This is an optimization exercise on Yosys and OpenROAD, whose aim is small area, a short achievable clock period and few clock cycles per item, not a production implementation. Function was checked by simulation only, so behaviour that the tests miss may differ from the original. Power figures rest on the tool's default switching activity, not on a simulated workload.

==> flow/design.v (excerpt) <==
module card_marking_write_barrier #(
  parameter int unsigned ADDR_BITS  = 48,
  parameter int unsigned COUNT_BITS = 32
) (
  input  logic                              clk_i,
  input  logic                              rst_ni,
  input  logic                              cfg_we_i,
  input  logic [cmwb_pkg::CFG_IDX_W-1:0]    cfg_index_i,
  input  logic [cmwb_pkg::CFG_DATA_W-1:0]   cfg_data_i,
  input  logic                              in_valid_i,
  output logic                              in_stall_o,
  input  cmwb_pkg::in_word_t                in_data_i,
  output logic                              out_valid_o,
  input  logic                              out_stall_i,
  output cmwb_pkg::out_word_t               out_data_o
);
  logic        active_q;
  logic [47:0] old_base_q, young_base_q;
  logic [48:0] old_len_q, young_len_q;
  logic        old_len_set_q, young_len_set_q;
  logic [15:0] tag0_q, tag1_q, tag2_q;
  logic [2:0]  tag_set_q;
  logic              a_valid_q;
  cmwb_pkg::tests_t  a_tests_q;
  logic [47:0]       a_holder_q;
  logic        o_valid_q;
  logic [2:0]  o_verdict_q;
  logic [47:0] o_addr_q;
  logic              o_load, a_load, accept;
  cmwb_pkg::tests_t  tests;
  logic [2:0]        verdict;
  logic [4:0]        cnt_load;
  logic [4:0][31:0]  cnt;
  assign o_load     = !o_valid_q || !out_stall_i;
  assign a_load     = !a_valid_q || o_load;
  assign in_stall_o = out_stall_i;
  assign accept     = in_valid_i && !out_stall_i;
  always_ff @(posedge clk_i or negedge rst_ni) begin
    if (!rst_ni) begin
      active_q        <= 1'b0;
      old_base_q      <= '0;
      young_base_q    <= '0;
      old_len_set_q   <= 1'b0;
      young_len_set_q <= 1'b0;
      tag_set_q       <= '0;
    end else if (cfg_we_i) begin
      case (cfg_index_i)
        4'd0: active_q        <= cfg_data_i[0];
        4'd1: old_base_q      <= cfg_data_i[47:0];
        4'd2: old_len_set_q   <= 1'b1;
        4'd3: young_base_q    <= cfg_data_i[47:0];
        4'd4: young_len_set_q <= 1'b1;
        4'd5: tag_set_q[0]    <= 1'b1;
        4'd6: tag_set_q[1]    <= 1'b1;
        4'd7: tag_set_q[2]    <= 1'b1;
        default: ;
      endcase
    end
  end
  always_ff @(posedge clk_i) begin
    if (cfg_we_i) begin
      case (cfg_index_i)
        4'd2: old_len_q   <= cfg_data_i[48:0];
        4'd4: young_len_q <= cfg_data_i[48:0];
  ...
For scale: about 2100 cells after synthesis, roughly 540 flip-flops, ~400 I/O pins, about 0.027 mm² of cells after synthesis.
export LEC_CHECK = 0
export CAP_MARGIN = 20
export CORE_MARGIN = 2
export CORE_UTILIZATION = 55
export SETUP_SLACK_MARGIN = 4.3
export SLEW_MARGIN = 60
create_clock -name core_clock -period 7.5 [get_ports {clk_i}]
standard.sh (not shown) runs the stock make flow with config.mk's settings and CLKGATE_MAP_FILE= SYNTH_SCRIPT=/design/flow/synth_recipe.tcl, a recipe that flattens the netlist after the stock synthesis.
==> flow/flow/run.sh <==
#!/bin/bash
# The standard layout, with plain buffers on the ports, without the delay
# cells as buffers, and a clock tree of smaller buffers without dummy loads;
# every tool's output goes to standard.log and ORFS's logs
set -uo pipefail
DU="sky130_fd_sc_hd__probe_p_8 sky130_fd_sc_hd__probec_p_8 sky130_fd_sc_hd__lpflow_*"
DU="$DU sky130_fd_sc_hd__clkdlybuf4s* sky130_fd_sc_hd__dlygate* sky130_fd_sc_hd__dlymetal*"
CTS="-sink_clustering_enable -repair_clock_nets -dont_use_dummy_load"
CTS="$CTS -buf_list {sky130_fd_sc_hd__clkbuf_8 sky130_fd_sc_hd__clkbuf_16} -sink_clustering_size 22 -sink_clustering_max_diameter 100"
bash standard.sh "DONT_USE_CELLS=$DU" \
  "BUFFER_PORTS_ARGS=-buffer_cell sky130_fd_sc_hd__buf_1" \
  "CTS_ARGS=$CTS" finish > standard.log 2>&1
The starting point completed without violations.
Testbench counts at the start, summed over its fixed seeds: cycles 16,016, items 16,000.
Next try:
--- a/flow/config.mk
+++ b/flow/config.mk
@@ -9,4 +9,4 @@
 export CORE_MARGIN = 2
-export CORE_UTILIZATION = 55
+export CORE_UTILIZATION = 50
 export SETUP_SLACK_MARGIN = 4.3
-export SLEW_MARGIN = 60
+export SLEW_MARGIN = 20
Combinational power is about the same.
Die area rises by roughly a tenth.
Final area went down slightly.
Core utilization is lower by 6.1 points.
Clock-buffer cell count stays the same.
Total power went down slightly.
Setup slack degrades by 0.12 ns.
Area after synthesis stays the same.
Next try:
--- a/flow/config.mk
+++ b/flow/config.mk
@@ -9,3 +9,3 @@
 export CORE_MARGIN = 2
-export CORE_UTILIZATION = 50
+export CORE_UTILIZATION = 55
 export SETUP_SLACK_MARGIN = 4.3
=> Critical path depth is unchanged. Setup slack improves by 0.16 ns. Sequential share of layout area came out higher by 0.16 points. Synthesized area is unchanged. Power grows slightly. Final cell count decreases slightly. Clock power is about the same. Non-clock buffer count falls by 7. Cell area drops slightly.
Next try:
--- a/flow/config.mk
+++ b/flow/config.mk
@@ -9,3 +9,3 @@
 export CORE_MARGIN = 2
-export CORE_UTILIZATION = 55
+export CORE_UTILIZATION = 40
 export SETUP_SLACK_MARGIN = 4.3
Effect: Sequential power hardly moves. Sequential share of layout area shrinks by 0.52 points. Worst setup slack is worse by 0.038 ns. Non-clock buffer count shrinks by 1. Clock power hardly moves. Total power grows slightly. Synthesized area is unchanged. Utilization shrinks by 17 points.

## re-timing with driven ports
Ports are ideal in the flow. The routed layouts listed here were re-timed in OpenROAD. Step 1, drivers: a clkbuf_16 drives clk_i and a buf_2 each remaining input, both assumed. Step 2, shift: input delay + t, output delay - t, t = (earliest + latest rising clock arrival at the registers) / 2. This alone moves slack from input paths to output paths. a / b / c = ideal ports / drivers / drivers and shift; a / b = the first two.
| run | shift t [ns] | setup WS [ns] | pins driven straight from the clock port |
|---|---|---|---|
| the first run | 0.657 | 4.231 / 4.234 / 3.616 | 1 |
| the second run | 0.647 | 4.107 / 4.087 / 3.684 | 1 |
| the third run | 0.653 | 4.271 / 4.218 / 3.672 | 1 |
| the fourth run | 0.667 | 4.234 / 4.247 / 3.604 | 1 |
After both steps setup and hold are still met in every run listed. For the fourth run, which loses most, drivers alone change the setup slack by +0.013 ns; drivers and shift together by -0.630 ns.
